From an optimization exercise on the open Yosys and OpenROAD flow, aimed at small area, a short achievable clock period and few clock cycles; shortcuts taken in it are not production practice.
Only simulation tests tie the RTL to the original design; equivalence was not proved.
Power and IR drop assume default switching activity.

==> flow/design.v <==
package zrbd_pkg;
    localparam int CMD_W   = 2;
    localparam int BYTE_W  = 8;
    localparam int CNT_W   = 13;
    localparam int BITSEL_W = 3;
    typedef logic [CMD_W-1:0]  cmd_t;
    typedef logic [BYTE_W-1:0] byte_t;
    typedef logic [CNT_W-1:0]  count_t;
    localparam cmd_t CMD_BEGIN = 2'd0;
    localparam cmd_t CMD_BYTE  = 2'd1;
    localparam cmd_t CMD_FILL  = 2'd2;
    localparam cmd_t CMD_QUERY = 2'd3;
    localparam byte_t CLEAR_BYTE = 8'h00;
    localparam byte_t FILL_BYTE  = 8'hff;
    localparam count_t COUNT_RESET = 13'd1;
    localparam int RING_N   = 64;    
    localparam int RING_LEN = 8;     
endpackage
module zrbd_row_store #(
    parameter int RN = 64,
    parameter int RL = 8,
    parameter int RW = 6
) (
    input  logic                  clk,
    input  logic [RN-1:0]         hold,
    input  logic [RN-1:0]         wr,
    input  zrbd_pkg::byte_t       wr_data,
    input  logic [RL*8-1:0]       rd_sel,
    output logic [RN-1:0]         rd_bits
);
    localparam int RB = RL * 8;
    logic [RN*RB-1:0] ring_q;
    genvar j;
    generate
        for (j = 0; j < RN; j++)
        begin : g_ring
            always_ff @(posedge clk)
            begin
                ring_q[j*RB +: RB] <= {ring_q[j*RB +: RB-8],
                                       (ring_q[j*RB+RB-8 +: 8] & {8{hold[j]}}) | (wr_data & {8{wr[j]}})};
            end
        end
    endgenerate
    always_comb
    begin
        for (int r = 0; r < RN; r++)
        begin
            rd_bits[r] = |(ring_q[r*RB +: RB] & rd_sel);
        end
    end
endmodule
module zero_run_bitmap_decoder #(
    parameter int MAX_CLUSTERS = 4096
) (
    input  logic                    clk,
    input  logic                    rst_n,
    input  logic                    cfg_valid,
    output logic                    cfg_ready,
    input  zrbd_pkg::count_t        cfg_data,
    input  logic                    in_valid,
    output logic                    in_stall,
    input  zrbd_pkg::cmd_t          cmd,
    input  zrbd_pkg::byte_t         data_byte,
    input  zrbd_pkg::count_t        cluster,
    output logic                    out_valid,
    input  logic                    out_stall,
    output logic                    visible
);
    localparam int RN  = zrbd_pkg::RING_N;
    localparam int RL  = zrbd_pkg::RING_LEN;
    localparam int RW  = $clog2(RN);
    localparam int SW  = $clog2(RL);
    localparam int PW  = 10;             
    localparam int OD  = 8;              
    localparam int OW  = $clog2(OD);
    logic               q0_v, q1_v;
    logic               q0_k, q1_k;      
    zrbd_pkg::cmd_t     q0_cmd, q1_cmd;
    zrbd_pkg::byte_t    q0_d, q1_d;
    zrbd_pkg::count_t   q0_cl, q1_cl;
    logic [RL*8-1:0]    q0_rsel;         
    logic [RL*8-1:0]    rsel_q1, rsel_in;
    logic               stall_r;
    logic               take;
    zrbd_pkg::count_t   in_cl;
    logic               head_free, blocked, fire;
    assign in_stall  = stall_r;
    assign cfg_ready = ~stall_r;
    assign take      = (in_valid | cfg_valid) & ~stall_r;
    assign in_cl     = cfg_valid ? cfg_data : cluster;
    always_comb
    begin
        for (int j = 0; j < RL*8; j++)
        begin
            rsel_q1[j] = ({ph_reg + SW'(1) - q1_cl[5:3], q1_cl[2:0]} == (SW+3)'(j));
            rsel_in[j] = ({ph_reg + SW'(1) - in_cl[5:3], in_cl[2:0]} == (SW+3)'(j));
        end
    end
    logic [12:0]        eff_reg;         
    logic [PW-1:0]      len_reg;         
    logic [PW-1:0]      wpos_reg;
    logic [PW:0]        rem_reg;         
    logic               rem_fix;         
    logic               expect_reg;
    logic               fill_reg;
    logic [SW-1:0]      ph_reg;          
    logic [RL-1:0]      clr_done;        
    logic [RL-1:0]      buf_v;
    logic [RW-1:0]      buf_idx [RL];
    zrbd_pkg::byte_t    buf_d   [RL];
    logic               is_cfg, c_begin, c_byte, c_fill, c_query;
    logic               in_row, lit, skip, zero_b;
    logic [SW-1:0]      w_slot, ins_slot;
    logic [PW:0]        skip_diff;
    logic               skip_cap;
    logic [12:0]        eff_new;
    logic [PW-1:0]      len_new;
    assign is_cfg  = q0_k;
    assign c_begin = !q0_k && (q0_cmd == zrbd_pkg::CMD_BEGIN);
    assign c_byte  = !q0_k && (q0_cmd == zrbd_pkg::CMD_BYTE);
    assign c_fill  = !q0_k && (q0_cmd == zrbd_pkg::CMD_FILL);
    assign c_query = !q0_k && (q0_cmd == zrbd_pkg::CMD_QUERY);
    assign in_row   = !rem_reg[PW] && (rem_reg != '0);
    assign lit      = c_byte && !expect_reg && in_row && (q0_d != zrbd_pkg::CLEAR_BYTE);
    assign zero_b   = c_byte && !expect_reg && in_row && (q0_d == zrbd_pkg::CLEAR_BYTE);
    assign skip     = c_byte && expect_reg;
    assign w_slot   = wpos_reg[SW-1:0];
    assign ins_slot = ph_reg + SW'(1);
    assign skip_diff = rem_reg - (PW+1)'(q0_d);
    assign skip_cap  = skip_diff[PW] || (skip_diff == '0);
    assign blocked   = (c_byte && rem_fix) || (lit && buf_v[w_slot] && (w_slot != nx_slot));
    assign fire      = q0_v && !blocked;
    assign head_free = !q0_v || !blocked;
    always_comb
    begin
        if (q0_cl == '0)
        begin
            eff_new = 13'd1;
        end
        else if (q0_cl > 13'(MAX_CLUSTERS))
        begin
            eff_new = 13'(MAX_CLUSTERS);
        end
        else
        begin
            eff_new = q0_cl;
        end
        len_new = PW'((14'(eff_new) + 14'd7) >> 3);
    end
    logic [RN-1:0]      ins_hold_r, ins_wr_r;
    logic               ins_v_r, ins_clr_r;
    logic [RW-1:0]      ins_idx_r;
    zrbd_pkg::byte_t    ins_d_r;
    logic [SW-1:0]      nx_slot;
    logic               nx_v, nx_clear, begin_now;
    logic [RW-1:0]      nx_idx;
    assign begin_now = fire && c_begin;
    assign nx_slot   = ph_reg + SW'(2);
    assign nx_v      = buf_v[nx_slot] && !begin_now;
    assign nx_idx    = buf_idx[nx_slot];
    assign nx_clear  = !clr_done[nx_slot] || begin_now;
    logic [RW-1:0]      q_ring;
    logic [SW-1:0]      q_slot;
    logic [2:0]         q_bit;
    logic [RN-1:0]      rd_bits;
    assign q_ring = q0_cl[11:6];
    assign q_slot = q0_cl[5:3];
    assign q_bit  = q0_cl[2:0];
    zrbd_row_store #(
        .RN (RN),
        .RL (RL),
        .RW (RW)
    ) u_store (
        .clk     (clk),
        .hold    (ins_hold_r),
        .wr      (ins_wr_r),
        .wr_data (ins_d_r),
        .rd_sel  (q0_rsel),
        .rd_bits (rd_bits)
    );
    logic               r1_v;
    logic               r1_inr, r1_fill, r1_fw, r1_fwbit, r1_clr;
    logic               fw_buf, fw_ins;
    logic [RW-1:0]      r1_ring;
    logic [RN-1:0]      r1_bits;
    logic               res;
    assign fw_buf = buf_v[q_slot] && (buf_idx[q_slot] == q_ring);
    assign fw_ins = ins_v_r && (q_slot == ins_slot) && (ins_idx_r == q_ring);
    assign res = r1_inr && (r1_fill || (r1_fw ? r1_fwbit : (r1_clr && r1_bits[r1_ring])));
    logic               ov_reg, vis_reg;
    logic [OD-1:0]      of_d;
    logic [OW-1:0]      of_rd, of_wr;
    logic [OW:0]        of_n;
    logic               load_head, of_pop, of_push;
    logic [OW+1:0]      pend;
    assign load_head = !ov_reg || !out_stall;
    assign of_pop    = load_head && (of_n != '0);
    assign of_push   = r1_v && !(load_head && (of_n == '0));
    assign pend      = (OW+2)'(of_n) + (OW+2)'(r1_v)
                     + (OW+2)'(q0_v && !q0_k && (q0_cmd == zrbd_pkg::CMD_QUERY))
                     + (OW+2)'(q1_v && !q1_k && (q1_cmd == zrbd_pkg::CMD_QUERY));
    assign out_valid = ov_reg;
    assign visible   = vis_reg;
    always_ff @(posedge clk or negedge rst_n)
    begin
        if (!rst_n)
        begin
            q0_v       <= 1'b0;
            q1_v       <= 1'b0;
            stall_r    <= 1'b0;
            eff_reg    <= 13'd1;
            len_reg    <= PW'(1);
            wpos_reg   <= '0;
            rem_reg    <= (PW+1)'(1);
            rem_fix    <= 1'b0;
            expect_reg <= 1'b0;
            fill_reg   <= 1'b0;
            ph_reg     <= '0;
            clr_done   <= '0;
            buf_v      <= '0;
            r1_v       <= 1'b0;
            ins_v_r    <= 1'b0;
            ins_clr_r  <= 1'b0;
            ov_reg     <= 1'b0;
            of_rd      <= '0;
            of_wr      <= '0;
            of_n       <= '0;
        end
        else
        begin
            if (head_free)
            begin
                q0_v <= q1_v || take;
                q1_v <= q1_v && take;
            end
            else
            begin
                q1_v <= q1_v || take;
            end
            stall_r <= (head_free ? (q1_v && take) : (q1_v || take))
                    || (pend >= (OW+2)'(OD - 1));
            ph_reg <= ph_reg + SW'(1);
            buf_v[nx_slot]     <= 1'b0;
            clr_done[ins_slot] <= clr_done[ins_slot] || ins_clr_r;
            ins_clr_r          <= nx_clear;
            ins_v_r            <= nx_v;
            rem_fix <= 1'b0;
            if (rem_fix)
            begin
                rem_reg <= (PW+1)'(len_reg) - (PW+1)'(wpos_reg);
            end
            if (fire)
            begin
                if (is_cfg)
                begin
                    eff_reg <= eff_new;
                    len_reg <= len_new;
                    rem_fix <= 1'b1;
                end
                if (c_begin)
                begin
                    wpos_reg   <= '0;
                    rem_reg    <= (PW+1)'(len_reg);
                    expect_reg <= 1'b0;
                    fill_reg   <= 1'b0;
                    buf_v      <= '0;
                    clr_done   <= '0;
                end
                if (c_fill)
                begin
                    wpos_reg   <= PW'(RN * RL);
                    rem_reg    <= '0;
                    expect_reg <= 1'b0;
                    fill_reg   <= 1'b1;
                end
                if (skip)
                begin
                    expect_reg <= 1'b0;
                    if (skip_cap)
                    begin
                        wpos_reg <= len_reg;
                        rem_reg  <= '0;
                    end
                    else
                    begin
                        wpos_reg <= wpos_reg + PW'(q0_d);
                        rem_reg  <= skip_diff;
                    end
                end
                if (zero_b)
                begin
                    expect_reg <= 1'b1;
                end
                if (lit)
                begin
                    wpos_reg       <= wpos_reg + PW'(1);
                    rem_reg        <= rem_reg - (PW+1)'(1);
                    buf_v[w_slot]  <= 1'b1;
                end
            end
            r1_v <= fire && c_query;
            if (load_head)
            begin
                ov_reg <= (of_n != '0) || r1_v;
            end
            if (of_pop)
            begin
                of_rd <= of_rd + OW'(1);
            end
            if (of_push)
            begin
                of_wr <= of_wr + OW'(1);
            end
            of_n <= of_n + (OW+1)'(of_push) - (OW+1)'(of_pop);
        end
    end
    always_ff @(posedge clk)
    begin
        if (head_free)
        begin
            if (q1_v)
            begin
                q0_k   <= q1_k;
                q0_cmd <= q1_cmd;
                q0_d   <= q1_d;
            end
            else
            begin
                q0_k   <= cfg_valid;
                q0_cmd <= cmd;
                q0_d   <= data_byte;
            end
        end
        q0_cl   <= q1_v ? q1_cl : in_cl;
        q0_rsel <= q1_v ? rsel_q1 : rsel_in;
        if (!(q1_v && !head_free))
        begin
            q1_k   <= cfg_valid;
            q1_cmd <= cmd;
            q1_d   <= data_byte;
            q1_cl  <= in_cl;
        end
        for (int j = 0; j < RN; j++)
        begin
            ins_wr_r[j]   <= nx_v && (nx_idx == RW'(j));
            ins_hold_r[j] <= !(nx_clear || (nx_v && (nx_idx == RW'(j))));
        end
        ins_idx_r <= nx_idx;
        ins_d_r   <= buf_d[nx_slot];
        if (fire && lit)
        begin
            buf_idx[w_slot] <= wpos_reg[SW+RW-1:SW];
            buf_d[w_slot]   <= q0_d;
        end
        r1_inr   <= (q0_cl < eff_reg);
        r1_fill  <= fill_reg;
        r1_fw    <= fw_buf || fw_ins;
        r1_fwbit <= fw_buf ? buf_d[q_slot][q_bit] : ins_d_r[q_bit];
        r1_clr   <= clr_done[q_slot];
        r1_ring  <= q_ring;
        r1_bits  <= rd_bits;
        if (load_head)
        begin
            vis_reg <= (of_n != '0) ? of_d[of_rd] : res;
        end
        if (of_push)
        begin
            of_d[of_wr] <= res;
        end
    end
endmodule
==> flow/config.mk <==
export PLATFORM = sky130hd
export DESIGN_NAME = zero_run_bitmap_decoder
export DESIGN_NICKNAME = zero_run_bitmap_decoder
export VERILOG_FILES = /design/flow/design.v
export SDC_FILE = /design/flow/constraint.sdc
export NUM_CORES = 4
export LEC_CHECK = 0
export CAP_MARGIN = 20
export CORE_MARGIN = 2
export CORE_UTILIZATION = 40
export SETUP_SLACK_MARGIN = 5
export SLEW_MARGIN = 20
==> flow/constraint.sdc <==
create_clock -name core_clock -period 8.0 [get_ports {clk}]
set_input_delay 1.6000 -clock core_clock [delete_from_list [all_inputs] [get_ports {clk}]]
set_output_delay 1.6000 -clock core_clock [all_outputs]
set_load 0.01 [all_outputs]
run.sh (not shown) runs the stock make flow with config.mk's settings and CLKGATE_MAP_FILE= SYNTH_SCRIPT=/design/flow/synth_recipe.tcl, a recipe that flattens the netlist after the stock synthesis.
The first run went through all stages and came out clean.
Testbench counts at the start, summed over its fixed seeds: cycles 15,652.
==> next run, changes <==
--- a/flow/design.v
+++ b/flow/design.v
@@ -81,12 +81,15 @@
     logic [RL*8-1:0]    q0_rsel;         
     logic [RL*8-1:0]    rsel_q1, rsel_in;
     logic               stall_r;
+    logic               cfg_ready_r;     
+    logic               stall_nx;
     logic               take;
     zrbd_pkg::count_t   in_cl;
     logic               head_free, blocked, fire;
     assign in_stall  = stall_r;
-    assign cfg_ready = ~stall_r;
+    assign cfg_ready = cfg_ready_r;
     assign take      = (in_valid | cfg_valid) & ~stall_r;
+    assign stall_nx  = (head_free ? (q1_v && take) : (q1_v || take)) || (pend >= (OW+2)'(OD - 1));
     assign in_cl     = cfg_valid ? cfg_data : cluster;
     always_comb
     begin
@@ -208,6 +211,7 @@
             q0_v       <= 1'b0;
             q1_v       <= 1'b0;
             stall_r    <= 1'b0;
+            cfg_ready_r <= 1'b1;
             eff_reg    <= 13'd1;
             len_reg    <= PW'(1);
             wpos_reg   <= '0;
@@ -237,8 +241,8 @@
             begin
                 q1_v <= q1_v || take;
             end
-            stall_r <= (head_free ? (q1_v && take) : (q1_v || take))
-                    || (pend >= (OW+2)'(OD - 1));
+            stall_r     <= stall_nx;
+            cfg_ready_r <= !stall_nx;
             ph_reg <= ph_reg + SW'(1);
             buf_v[nx_slot]     <= 1'b0;
             clr_done[ins_slot] <= clr_done[ins_slot] || ins_clr_r;
Outcome:
- cell area barely changes
- clock-buffer cell count came out higher by 8
- via count fell by 0.62%
- area after synthesis is about the same
- power came out higher by 0.69%
- hold slack improves by 0.011 ns
Testbench counts after the change, summed over its fixed seeds: cycles 15,652.

[static timing again, ports no longer ideal]
The flow's constraints put no driver on any port. The routed layouts listed below were extracted and timed again, unchanged, in two steps. Step 1 assumes that a clkbuf_16 drives the clock port and a buf_2 every other input. Step 2 times the ports against the registers' clock, not the clock port: input delays grow and output delays shrink by t, the midpoint of the rising clock arrivals with the driver on. Three values: ideal ports, drivers, drivers and shift; two values: the first two.
run	t (ns)	slack for setup (ns)	pins driven straight from the clock port
the first run	1.027	4.801 / 4.728 / 4.081	1
the second run	1.020	4.815 / 4.720 / 4.059	1
After both steps every run listed still meets setup and hold. For the second run, which loses most, drivers alone change the setup slack by -0.095 ns; drivers and shift together by -0.756 ns.
